Background: an optimization exercise with open tools, aiming at small area, a short achievable clock period and few clock cycles per item. Do not read the settings as production practice. RTL that was checked went through simulation tests only; none was proved equivalent to the original.

== build 51 ==
## fp32_truncating_alu_top
module fp32_truncating_alu_top
(
   input  wire logic        clock,
   input  wire logic        reset,
   input  wire logic        req_tvalid,
   output logic             req_tready,
   input  wire logic [71:0] req_tdata,
   output logic             rsp_tvalid,
   input  wire logic        rsp_tready,
   output logic [39:0]      rsp_tdata
);
For scale: about 120 I/O pins, ~90000 um^2 of cells after synthesis.
==> flow/config.mk <==
export PLATFORM = sky130hd
export DESIGN_NAME = fp32_truncating_alu_top
export DESIGN_NICKNAME = fp32_truncating_alu_top
export VERILOG_FILES = /design/flow/design.v
export SDC_FILE = /design/flow/constraint.sdc
export NUM_CORES = 4
export LEC_CHECK = 0
export ABC_AREA = 1
export CAP_MARGIN = 20
export CORE_MARGIN = 2
export CORE_UTILIZATION = 40
export SLEW_MARGIN = 20
==> flow/constraint.sdc <==
create_clock -name core_clock -period 12.0 [get_ports {clock}]
set_input_delay 2.4000 -clock core_clock [delete_from_list [all_inputs] [get_ports {clock}]]
set_output_delay 2.4000 -clock core_clock [all_outputs]
set_load 0.01 [all_outputs]
standard.sh (not shown) runs the stock make flow with config.mk's settings and CLKGATE_MAP_FILE= SYNTH_SCRIPT=/design/flow/synth_recipe.tcl, a recipe that flattens the netlist after the stock synthesis.
==> flow/flow/run.sh <==
#!/bin/bash
# Standard layout, with timing repair aiming below the clock period: repair
# works on every path with less than SETUP_SLACK_MARGIN ns of slack.
set -euo pipefail
bash standard.sh SETUP_SLACK_MARGIN=7 finish > standard_flow.log 2>&1
The flow did not stop early for build 51: all stages ran, and the layout cleared the timing, DRC and antenna checks.
--- input diff build 51..build 21 ---
- swapping 40 for 55 in CORE_UTILIZATION
- putting PLACE_DENSITY at 0.7 where nothing was set
Findings:
Build 21 ended with more met1 track demand over resource than build 51.
A uppermost metal layer occupied by signal nets of met5 is what build 21 shows, while met4 belongs to build 51.
Min fraction of final layout cells sized beyond drive strength 1 across build 21 and build 51: build 21
From build 51 to build 21 the numbers moved as follows: worst setup slack up 70 ps, setup skew after layout has increased.
Proportion of cell area occupied by multi-input gates: build 21 vs build 51 up 0.68 points
[inputs] build 37 vs build 21
- a deleted PLACE_DENSITY that had been 0.7
- a change of CORE_UTILIZATION from 55 to 40
-- flow/flow/run.sh --
<<< build 21, line 5
bash standard.sh SETUP_SLACK_MARGIN=7 finish > standard_flow.log 2>&1
>>> build 37, line 5
bash standard.sh SETUP_SLACK_MARGIN=7.5 finish > standard_flow.log 2>&1
Notes after the runs:
- Time the worst path needs with I/O delays and setup in build 37 vs build 21: down 380 ps
- Summary of build 37 over build 21: count of antenna diodes in the layout now larger, non-clock buffer count saw an increase, post-synthesis to final-layout area growth grew by 5.6 points.
- Per the final summary, build 37 finished and its layout is clean on timing, DRC and antenna.
- Build 21 ran to completion and came out clean on the timing, DRC and antenna checks.
- The lower utilization of build 21 and build 37 is in build 37.
- Register clock-pin slew on the reported worst setup and hold paths ended up 20 ps lower on build 37 than on build 21.
- Diff build 21 and build 37: detailed router's first-iteration violation count higher in build 37
- Die area went up by more than a quarter going from build 21 to build 37.
No run of this note included a check of the RTL's function; only the layout flow was run.

* * *

fp32_truncating_alu_top, a different RTL version from the one above (not shown whole).
For scale: about 8900 cells after synthesis, roughly 1100 flip-flops, roughly 88000 um^2 of cells after synthesis.
==> flow/config.mk <==
export PLATFORM = sky130hd
export DESIGN_NAME = fp32_truncating_alu_top
export DESIGN_NICKNAME = fp32_truncating_alu_top
export VERILOG_FILES = /design/flow/design.v
export SDC_FILE = /design/flow/constraint.sdc
export NUM_CORES = 4
export LEC_CHECK = 0
export ABC_AREA = 1
export CAP_MARGIN = 20
export CORE_MARGIN = 2
export CORE_UTILIZATION = 55
export PLACE_DENSITY = 0.7
export SLEW_MARGIN = 20
==> flow/constraint.sdc <==
create_clock -name core_clock -period 12.0 [get_ports {clock}]
set_input_delay 2.4000 -clock core_clock [delete_from_list [all_inputs] [get_ports {clock}]]
set_output_delay 2.4000 -clock core_clock [all_outputs]
set_load 0.01 [all_outputs]
==> flow/flow/run.sh <==
#!/bin/bash
# Standard layout, with timing repair aiming below the clock period: repair
# works on every path with less than SETUP_SLACK_MARGIN ns of slack.
set -euo pipefail
bash standard.sh SETUP_SLACK_MARGIN=7.5 finish > standard_flow.log 2>&1
Edit:
--- a/flow/config.mk
+++ b/flow/config.mk
@@ -9,5 +9,4 @@
 export CAP_MARGIN = 20
 export CORE_MARGIN = 2
-export CORE_UTILIZATION = 55
-export PLACE_DENSITY = 0.7
+export CORE_UTILIZATION = 40
 export SLEW_MARGIN = 20
After rerunning: Worst hold slack is better by 11 ps. Non-clock buffer count is higher by 14. Maximum frequency is higher by 1.5%. Cell area is higher by 1.5%.
Function was not checked in any run of this note: the RTL went through the layout flow alone.

* * *

fp32_truncating_alu_top, a different RTL version from the one above (not shown whole).
Size in the first run: ~8,900 cells after synthesis, roughly 120 I/O pins, roughly 86,000 µm² of cells after synthesis.
==> flow/design.v (excerpt) <==
module fp32_truncating_alu_top
(
   input  wire logic        clock,
   input  wire logic        reset,
   input  wire logic        req_tvalid,
   output logic             req_tready,
   input  wire logic [71:0] req_tdata,
   output logic             rsp_tvalid,
   input  wire logic        rsp_tready,
   output logic [39:0]      rsp_tdata
);
   logic en;
   logic out_v, skid_v;
   logic [32:0] out_r, skid_r;
   assign en         = ~skid_v;
   assign req_tready = en;
   assign rsp_tvalid = out_v;
   assign rsp_tdata  = {7'd0, out_r};
   logic       v0;
   logic [1:0] op0;
   logic       as0, bs0;
   logic [7:0] ae0, be0;
   logic [22:0] am0, bm0;
   logic       ge0, ge_in;    
   logic       qp0, qn0, qp_in, qn_in;    
   assign ge_in = req_tdata[33:11] >= req_tdata[65:43];
   fta_div_first u_first (.a_mantissa(req_tdata[33:32]), .b22(req_tdata[65]), .ge(ge_in), .pos(qp_in), .neg(qn_in));
   always_ff @(posedge clock) begin
      if (reset) v0 <= 1'b0;
      else if (en) v0 <= req_tvalid;
   end
   always_ff @(posedge clock) begin
      if (en) begin
         op0 <= req_tdata[1:0];
         as0 <= req_tdata[2];
         ae0 <= req_tdata[10:3];
         am0 <= req_tdata[33:11];
  ...
export LEC_CHECK = 0
export ABC_AREA = 1
export CAP_MARGIN = 20
export CORE_MARGIN = 2
export CORE_UTILIZATION = 40
export SLEW_MARGIN = 20
create_clock -name core_clock -period 12.0 [get_ports {clock}]
Scripts as last shown in full above: flow/flow/run.sh
Then changed:
Settings changed: ABC_AREA 1 to default.
What happened: The changed run finished clean. Die area rises by about 8%. Via count is higher by about 11%. Worst setup slack degrades by 0.56 ns. Clock skew falls by 0.0065 ns. Sequential share of layout area came out lower by 2.5 points.
Function was not checked in any run of this note: the RTL went through the layout flow alone.

* * *

Another version of the RTL of fp32_truncating_alu_top (not shown whole).
For scale: ~8900 cells after synthesis, about 1100 flip-flops, about 120 I/O pins.
clock: 12.0 ns
lec_check: 0
abc_area: 1
cap_margin: 20
core_margin: 2
core_utilization: 40
gpl_routability_driven: 0
slew_margin: 20
Scripts as last shown in full above: flow/flow/run.sh
Testbench counts at the start, summed over its fixed seeds: cycles 16,080, items 16,000.
Next try:
--- a/flow/config.mk
+++ b/flow/config.mk
@@ -8 +8 @@
-export ABC_AREA = 1
+export ABC_CLOCK_PERIOD_IN_PS = 4500
@@ -12 +11,0 @@
-export GPL_ROUTABILITY_DRIVEN = 0
The new run produced a clean layout.
Non-clock buffer count is higher by 310.
Register-to-register slack loses 0.68 ns.
Cell area rises by roughly a tenth.
Routed wire length increases by about a fifth.
Die area rises by a little under a tenth.
First-iteration DRC count went up by a few percent.
Fmax shrinks by roughly a tenth.
Worst hold slack gains 0.025 ns.
Next try:
--- a/flow/flow/run.sh
+++ b/flow/flow/run.sh
@@ -5 +5 @@
-bash standard.sh SETUP_SLACK_MARGIN=7.5 finish > standard_flow.log 2>&1
+bash standard.sh SETUP_SLACK_MARGIN=7.25 finish > standard_flow.log 2>&1
--- a/flow/config.mk
+++ b/flow/config.mk
@@ -8 +8 @@
-export ABC_CLOCK_PERIOD_IN_PS = 4500
+export ABC_AREA = 1
Result: Clock skew went down by 0.034 ns. First-iteration DRC count decreases by about a fifth. Routed wire length fell by a little under a tenth. Critical path depth went down by 19.

* * *

Starting RTL as in the previous note.
export LEC_CHECK = 0
export ABC_AREA = 1
export ABC_CLOCK_PERIOD_IN_PS = 4500
export CAP_MARGIN = 20
export CORE_MARGIN = 2
export CORE_UTILIZATION = 40
export SLEW_MARGIN = 20
create_clock -name core_clock -period 12.0 [get_ports {clock}]
==> flow/flow/run.sh <==
#!/bin/bash
# Standard layout, with timing repair aiming below the clock period: repair
# works on every path with less than SETUP_SLACK_MARGIN ns of slack.
set -euo pipefail
bash standard.sh SETUP_SLACK_MARGIN=7.5 finish > standard_flow.log 2>&1
Testbench counts at the start, summed over its fixed seeds: cycles 16,080, items 16,000.
Change:
- ABC_CLOCK_PERIOD_IN_PS: 4500 -> default
- CTS_BUF_LIST: default -> sky130_fd_sc_hd__clkbuf_8
- CTS_CLUSTER_SIZE: default -> 20
What happened:
- The new run finished with timing, DRC and antenna clean
- worst setup slack is worse by 0.025 ns
- maximum frequency shrinks by 0.56%
- cell count grows by 1.2%
- worst hold slack is better by 0.0073 ns
- critical path depth grows by 1
- clock-buffer cell count grows by 39
- sequential share of layout area stays flat
- via count grows by 0.39%

==> re-timing with driven ports <==
The flow's constraints put no driver on any port. The routed layouts listed below were extracted and timed again, unchanged, in two steps. Step 1, drivers: a clkbuf_16 drives clock and a buf_2 each remaining input, both assumed. Step 2 times the ports against the registers' clock, not the clock port: input delays grow and output delays shrink by t, the midpoint of the rising clock arrivals with the driver on. Slacks: ideal / step 1 / step 2; pairs: ideal / step 1.
| run | shift t [ns] | setup slack, ns | clock arrival spread, ns | worst data-port slew with drivers (ns) | pins driven straight from the clock port |
|---|---|---|---|---|---|
| build 51 | 0.891 | 7.010 / 7.010 / 7.010 | 0.035 / 0.035 | 0.04 | 1 |
| build 21 | 0.877 | 7.080 / 7.080 / 7.080 | 0.066 / 0.065 | 0.05 | 1 |
| build 37 | 0.895 | 7.455 / 7.455 / 7.407 | 0.064 / 0.064 | 0.05 | 1 |
| the first run of note 2 | 0.859 | 7.379 / 7.379 / 6.893 | 0.076 / 0.075 | 0.06 | 1 |
| the second run of note 2 | 0.885 | 7.445 / 7.445 / 6.928 | 0.063 / 0.063 | 0.05 | 1 |
| the first run of note 3 | 0.865 | 6.932 / 6.932 / 6.795 | 0.057 / 0.057 | 0.07 | 1 |
| the second run of note 3 | 0.861 | 6.377 / 6.377 / 6.377 | 0.045 / 0.045 | 0.05 | 1 |
| the first run of note 4 | 0.885 | 7.435 / 7.435 / 7.338 | 0.079 / 0.079 | 0.10 | 1 |
| the second run of note 4 | 0.871 | 6.756 / 6.756 / 6.756 | 0.085 / 0.085 | 0.10 | 1 |
| the third run of note 4 | 0.883 | 7.256 / 7.256 / 7.256 | 0.053 / 0.053 | 0.08 | 1 |
| the first run of note 5 | 0.889 | 7.489 / 7.489 / 7.415 | 0.084 / 0.084 | 0.10 | 1 |
| the second run of note 5 | 1.076 | 7.464 / 7.464 / 7.400 | 0.097 / 0.098 | 0.09 | 1 |
After both steps every run listed still meets setup and hold. The setup slack of the second run of note 2, which loses most, moves by 0.000 ns with the drivers and by -0.517 ns with both steps.
